This is an optimization exercise on Yosys and OpenROAD, whose aim is small area and a short achievable clock period, not a production implementation.
At most, simulation tests tie the RTL to the original design; equivalence was not proved.
No activity file was given, so power comes from the tool's default toggle rates.

## dispatch_top
module dispatch_top #(
	parameter int ROB_ENTRIES = 8,
	parameter int RS_DEPTH = 4,
	localparam int IDX_BITS = $clog2(ROB_ENTRIES),
	localparam int NSLOT = dispatch_pkg::SLOT_COUNT,
	localparam int PW = dispatch_pkg::PREG_BITS,
	localparam int OPW = dispatch_pkg::OPERAND_BITS,
	localparam int OCW = isa_pkg::OPCODE_BITS
) (
	input  logic clk,
	input  logic rst_n,
	input  logic alloc_v,
	input  logic [31:0] alloc_instr,
	input  logic [PW-1:0] alloc_psrc1,
	input  logic [PW-1:0] alloc_psrc2,
	input  logic [PW-1:0] alloc_pdst,
	input  logic [1:0] alloc_src_ready,
	output logic alloc_ready,
	input  logic wakeup_v,
	input  logic [PW-1:0] wakeup_tag,
	input  logic [ROB_ENTRIES-1:0] stomp_mask,
	input  logic commit_v,
	input  logic [NSLOT-1:0] credit_return,
	input  logic cfg_we,
	input  logic [NSLOT-1:0] cfg_wdata,
	output logic [NSLOT-1:0] cfg_rdata,
	output logic [NSLOT-1:0] issue_v,
	output logic [NSLOT*IDX_BITS-1:0] issue_rob_idx,
	output logic [NSLOT*OCW-1:0] issue_opcode,
	output logic [NSLOT*PW-1:0] issue_pdst,
	output logic [NSLOT*PW-1:0] issue_psrc1,
	output logic [NSLOT*OPW-1:0] issue_operand2,
	output logic [NSLOT-1:0] issue_is_imm
);
Size in the first run: roughly 300 I/O pins, about 23000 µm² of cells after synthesis.
Settings: LEC_CHECK=0, CAP_MARGIN=20, CORE_MARGIN=2, CORE_UTILIZATION=40, SLEW_MARGIN=20; clock period 7.5 ns.
run.sh (not shown) runs the stock make flow with config.mk's settings and CLKGATE_MAP_FILE= SYNTH_SCRIPT=/design/flow/synth_recipe.tcl, a recipe that flattens the netlist after the stock synthesis.
The starting point went through all stages and came out clean.
Edit:
==> flow/flow/run.sh (new file) <==
#!/bin/bash
# Standard ORFS layout, but the port buffers use the smallest plain buffer
# instead of the delay cell buffer_ports picks by default.
set -euo pipefail
export BUFFER_PORTS_ARGS="-buffer_cell sky130_fd_sc_hd__buf_1"
bash standard.sh > orfs_flow.log 2>&1
==> flow/standard.sh (new file) <==
#!/bin/bash
# synth_recipe.tcl (not shown) runs the flow's synth.tcl, then flattens the netlist and writes it again
# the make line also repeats each setting of config.mk as NAME=value (left out here)
make -C /OpenROAD-flow-scripts/flow DESIGN_CONFIG=/design/flow/config.mk WORK_HOME=/design/flow/orfs CLKGATE_MAP_FILE= SYNTH_SCRIPT=/design/flow/synth_recipe.tcl "${@:-finish}"
--- a/flow/config.mk
+++ b/flow/config.mk
@@ -10,2 +10,3 @@
 export CORE_UTILIZATION = 40
+export SETUP_SLACK_MARGIN = 3.0
 export SLEW_MARGIN = 20
removed: flow/run.sh
Result: The changed run completed without violations. First-iteration DRC count increases by 11%. Area after synthesis does not change. Power is about the same. Clock skew rose by 0.0035 ns. Global-route usage goes down by 0.71 points. Routed wire length drops by 1.2%. Setup slack gets better by 0.47 ns. Critical path depth does not change. Cell area goes down by 5.9%. Die area stays the same. Synthesized cell count stays the same.
No functional check of the RTL was part of any run of this note.

---

Setup of main:
Another version of the RTL of dispatch_top (not shown whole).
Size in the first run: ~2,300 cells after synthesis, roughly 440 flip-flops, about 300 I/O pins, ~23,000 um^2 of cells after synthesis.
// dispatch_top
module dispatch_top #(
	parameter int ROB_ENTRIES = 8,
	parameter int RS_DEPTH = 4,
	localparam int IDX_BITS = $clog2(ROB_ENTRIES),
	localparam int NSLOT = dispatch_pkg::SLOT_COUNT,
	localparam int PW = dispatch_pkg::PREG_BITS,
	localparam int OPW = dispatch_pkg::OPERAND_BITS,
	localparam int OCW = isa_pkg::OPCODE_BITS
) (
	input  logic clk,
	input  logic rst_n,
	input  logic alloc_v,
	input  logic [31:0] alloc_instr,
	input  logic [PW-1:0] alloc_psrc1,
	input  logic [PW-1:0] alloc_psrc2,
	input  logic [PW-1:0] alloc_pdst,
	input  logic [1:0] alloc_src_ready,
	output logic alloc_ready,
	input  logic wakeup_v,
	input  logic [PW-1:0] wakeup_tag,
	input  logic [ROB_ENTRIES-1:0] stomp_mask,
	input  logic commit_v,
	input  logic [NSLOT-1:0] credit_return,
	input  logic cfg_we,
	input  logic [NSLOT-1:0] cfg_wdata,
	output logic [NSLOT-1:0] cfg_rdata,
	output logic [NSLOT-1:0] issue_v,
	output logic [NSLOT*IDX_BITS-1:0] issue_rob_idx,
	output logic [NSLOT*OCW-1:0] issue_opcode,
	output logic [NSLOT*PW-1:0] issue_pdst,
	output logic [NSLOT*PW-1:0] issue_psrc1,
	output logic [NSLOT*OPW-1:0] issue_operand2,
	output logic [NSLOT-1:0] issue_is_imm
);
clock: 7.5 ns
lec_check: 0
cap_margin: 20
core_margin: 2
core_utilization: 40
setup_slack_margin: 4.0
slew_margin: 20
standard.sh (not shown) runs the stock make flow with config.mk's settings and CLKGATE_MAP_FILE= SYNTH_SCRIPT=/design/flow/synth_recipe.tcl, a recipe that flattens the netlist after the stock synthesis.
==> flow/flow/run.sh <==
#!/bin/bash
# Standard ORFS layout, but the port buffers use the smallest plain buffer
# instead of the delay cell buffer_ports picks by default.
set -euo pipefail
export BUFFER_PORTS_ARGS="-buffer_cell sky130_fd_sc_hd__buf_1"
bash standard.sh > orfs_flow.log 2>&1
Input-level comparison between the feature branch and main:
# main
export LEC_CHECK = 0
export CAP_MARGIN = 20
export CORE_MARGIN = 2
export CORE_UTILIZATION = 40
export SETUP_SLACK_MARGIN = 4.0
export SLEW_MARGIN = 20
create_clock -name core_clock -period 7.5 [get_ports {clk}]
# the feature branch
export LEC_CHECK = 0
export CAP_MARGIN = 20
export CORE_MARGIN = 2
export CORE_UTILIZATION = 40
export CTS_CLUSTER_DIAMETER = 200
export CTS_CLUSTER_SIZE = 30
export SETUP_SLACK_MARGIN = 4.0
export SLEW_MARGIN = 20
create_clock -name core_clock -period 7.5 [get_ports {clk}]
### Flow results
The worst setup slack of the feature branch was inferior to that of main.
Share of the clock period used by the worst path: the feature branch vs main up 0.33 points
Number of signal-net inverters in the final layout came out exactly the same in the feature branch and main.
Relative to main, buffering stage count on the worst path with inverters included decreased by 1 in the feature branch.
Of the feature branch and main, the run reporting the lower sequential share of power was main.
Against main, maximum resistive drop on vdd in the feature branch rose by a few percent.
Wire: the feature branch routes less than main
Taking main as the reference, in the feature branch area share of buffers outside the clock network fell by 0.26 points; sum of routed wire segments on met1 fell by 0.56%.

-- port drivers added, routing unchanged --
In the flow no input, the clock included, has a driving cell. The finished layouts below were timed again as built, in two steps. Step 1 (the two cells are an assumption about what drives the block):
set clk [get_ports {clk}]
set_driving_cell -lib_cell sky130_fd_sc_hd__clkbuf_16 $clk
set_driving_cell -lib_cell sky130_fd_sc_hd__buf_2 [delete_from_list [all_inputs] $clk]
Step 2 times the ports against the registers' clock, not the clock port: input delays grow and output delays shrink by t, the midpoint of the rising clock arrivals with the driver on. Slacks: no drivers / after step 1 / after step 2; pairs: no drivers / after step 1.
| run | shift t [ns] | setup WS [ns] | worst setup path at the end | worst slew at a driven data input, ns | cell pins on the clock port's net |
|---|---|---|---|---|---|
| the first run of note 1 | 0.640 | 2.553 / 2.498 / 3.138 | register to output | 0.08 | 1 |
| the second run of note 1 | 0.647 | 3.019 / 2.961 / 3.460 | register to register | 0.13 | 1 |
| main | 0.681 | 3.980 / 3.917 / 3.411 | input to register | 0.05 | 1 |
| the feature branch | 0.617 | 3.955 / 3.896 / 3.445 | input to register | 0.06 | 1 |
After both steps every run listed still meets setup and hold. The setup slack of main, which loses most, moves by -0.063 ns with the drivers and by -0.569 ns with both steps.
